This design comes from an exercise in tuning for small area, a short achievable clock period and few clock cycles on the open sky130 flow, not from production work.
The RTL was checked by simulation tests, not by an equivalence proof against the original design.
Power is estimated from default activity; no workload was simulated.

run A:
==> flow/design.v (excerpt) <==
module mips_chip (
	input  logic                clk,
	input  logic                rst_n,
	output logic                mem_read_D,
	output logic                mem_write_D,
	output logic [28-1:0] mem_addr_D,
	output logic [128-1:0]  mem_wdata_D,
	input  logic [128-1:0]  mem_rdata_D,
	input  logic                mem_ready_D,
	output logic                mem_read_I,
	output logic [28-1:0] mem_addr_I,
	input  logic [128-1:0]  mem_rdata_I,
	input  logic                mem_ready_I,
	output logic [30-1:0] DCACHE_addr_o,
	output logic [32-1:0]    DCACHE_wdata_o,
	output logic                DCACHE_wen_o
);
	logic [29:0]  pc_q;           
	logic         fd_v;
	logic [29:0]  fd_pc4;
	logic [31:0]  fd_ir;
	logic         de_v, de_wr, de_ld, de_st, de_beq;
	logic [4:0]   de_dst;
	logic [31:0]  de_a, de_b;
	logic [31:0]  de_bi;          
	logic         de_fbmi, de_fbmin;
	logic [4:0]   de_sh;
	logic         de_fam, de_famn, de_fbm;
	logic         de_sub, de_subn;
	logic [3:0]   de_kind;        
	logic [1:0]   de_lop;         
	logic [1:0]   de_sop;         
	logic         em_v, em_wr, em_ld, em_st;
	logic [4:0]   em_dst;
	logic [31:0]  em_res, em_sd;
	logic         em_new, lpend_q;
	logic         drdy_r;         
	logic [31:0]  ldw;            
	logic         freeze;         
  ...
Size: ~8,900 cells after synthesis, about 510 I/O pins.
clock: 10.0 ns
lec_check: 0
abc_clock_period_in_ps: 3500
cap_margin: 20
core_margin: 2
core_utilization: 50
cts_cluster_diameter: 90
cts_cluster_size: 25
slew_margin: 20
standard.sh (not shown) runs the stock make flow with config.mk's settings and CLKGATE_MAP_FILE= SYNTH_SCRIPT=/design/flow/synth_recipe.tcl, a recipe that flattens the netlist after the stock synthesis.
==> flow/flow/run.sh <==
#!/bin/bash
set -uo pipefail
export SETUP_SLACK_MARGIN=6.0
export BUFFER_PORTS_ARGS="-buffer_cell sky130_fd_sc_hd__buf_1"
bash standard.sh > standard.log 2>&1
Per the final summary, run A finished and its layout is clean on timing, DRC and antenna.
Testbench counts of run A, summed over its fixed seeds: cycles 84,889.
The inputs of run B differ from those of run A as listed below.
Settings: a change of CORE_UTILIZATION from 50 to 45; a change of CTS_CLUSTER_DIAMETER from 90 to 80; a change of CTS_CLUSTER_SIZE from 25 to 20.
-- flow/flow/run.sh --
<<< run A, line 4
export BUFFER_PORTS_ARGS="-buffer_cell sky130_fd_sc_hd__buf_1"
>>> run B, line 4
export BUFFER_PORTS_ARGS="-buffer_cell sky130_fd_sc_hd__buf_2"
--- outcome ---
Run B finished every step from synthesis to the final layout, and the layout passed the timing, design-rule and antenna checks. Delta (run B minus run A): reported net switching power saw an increase; clock transition at the registers of the reported paths saw a decrease; die area saw an increase. Net count after synthesis: run B vs run A identical. Wire length: run B better than run A. Relative to run A, the detailed placement HPWL of run B is lower by about 0.4%. NOTE: ratio of final minimum period to clock period in run B exceeds that of run A. On run B: width of the die is about 5.4% higher than what run A gave. Measured against each other, run B and run A differ in clock network fraction of design power, the lower figure coming from run A. End-of-flow core utilization was higher in run A than in run B.
For run C, these inputs were changed with respect to run B:
Settings: CTS_CLUSTER_DIAMETER changed from 80 to 100; CTS_CLUSTER_SIZE changed from 20 to 30.
--- outcome ---
Looking at the reports, run C completed the entire flow and the layout it produced met the timing, design-rule and antenna checks.
Looking at library cell contributing the largest single delay on the critical path, the dfrtp_4 result is from run C; the edfxtp_1 one comes from run B.
Looking at run C and run B, the first-pass GRT wire length is a wash.
Run C against run B: sequential share of layout area increased by 0.46 points relative to the old numbers; worst setup slack went down 0.025 ns.
In the flow results for run C and run B, the power is larger on run B.
#### Input delta (run D over run C)
Settings: CORE_UTILIZATION now 50, was 45; CTS_CLUSTER_SIZE now 20, was 30; CTS_CLUSTER_DIAMETER now 80, was 100.
-- flow/flow/run.sh --
<<< run C, line 4
export BUFFER_PORTS_ARGS="-buffer_cell sky130_fd_sc_hd__buf_2"
>>> run D, line 4
export BUFFER_PORTS_ARGS="-buffer_cell sky130_fd_sc_hd__buf_1"
==> summary.txt <==
Run D finished all stages; the layout is clean. Summary of run D over run C: worst hold slack -0.027 ns; worst hold path cell count moved down. Of run C and run D, the run reporting the lower wire length per cell after detailed routing was run C. Power: run D draws more than run C.

[what the ideal ports hide]
No port has a modelled driver above. Below, the same layouts with a new extraction and two added sets of constraints.
Step 1: set_driving_cell puts a clkbuf_16 on clk and a buf_2 on each other input, an assumption about the parent block.
Step 2 also shifts input and output timing later by t, the mid clock arrival at the registers, as if the neighbouring blocks saw the same clock.
Slacks: no drivers / after step 1 / after step 2; pairs: no drivers / after step 1.
run	t (ns)	setup WS [ns]	worst setup path at the end	clock arrival spread, ns	slew at the worst register clock pin (ns)
run A	0.949	5.778 / 5.679 / 5.262	input to register	0.069 / 0.069	0.12 / 0.12
run B	0.966	5.739 / 5.634 / 5.468	input to register	0.081 / 0.081	0.10 / 0.10
run C	0.928	5.713 / 5.614 / 5.305	input to register	0.077 / 0.077	0.12 / 0.12
run D	0.972	5.729 / 5.636 / 5.200	input to register	0.056 / 0.057	0.10 / 0.10
After both steps setup and hold are still met in every run listed. The setup slack of run D, which loses most, moves by -0.093 ns with the drivers and by -0.529 ns with both steps.
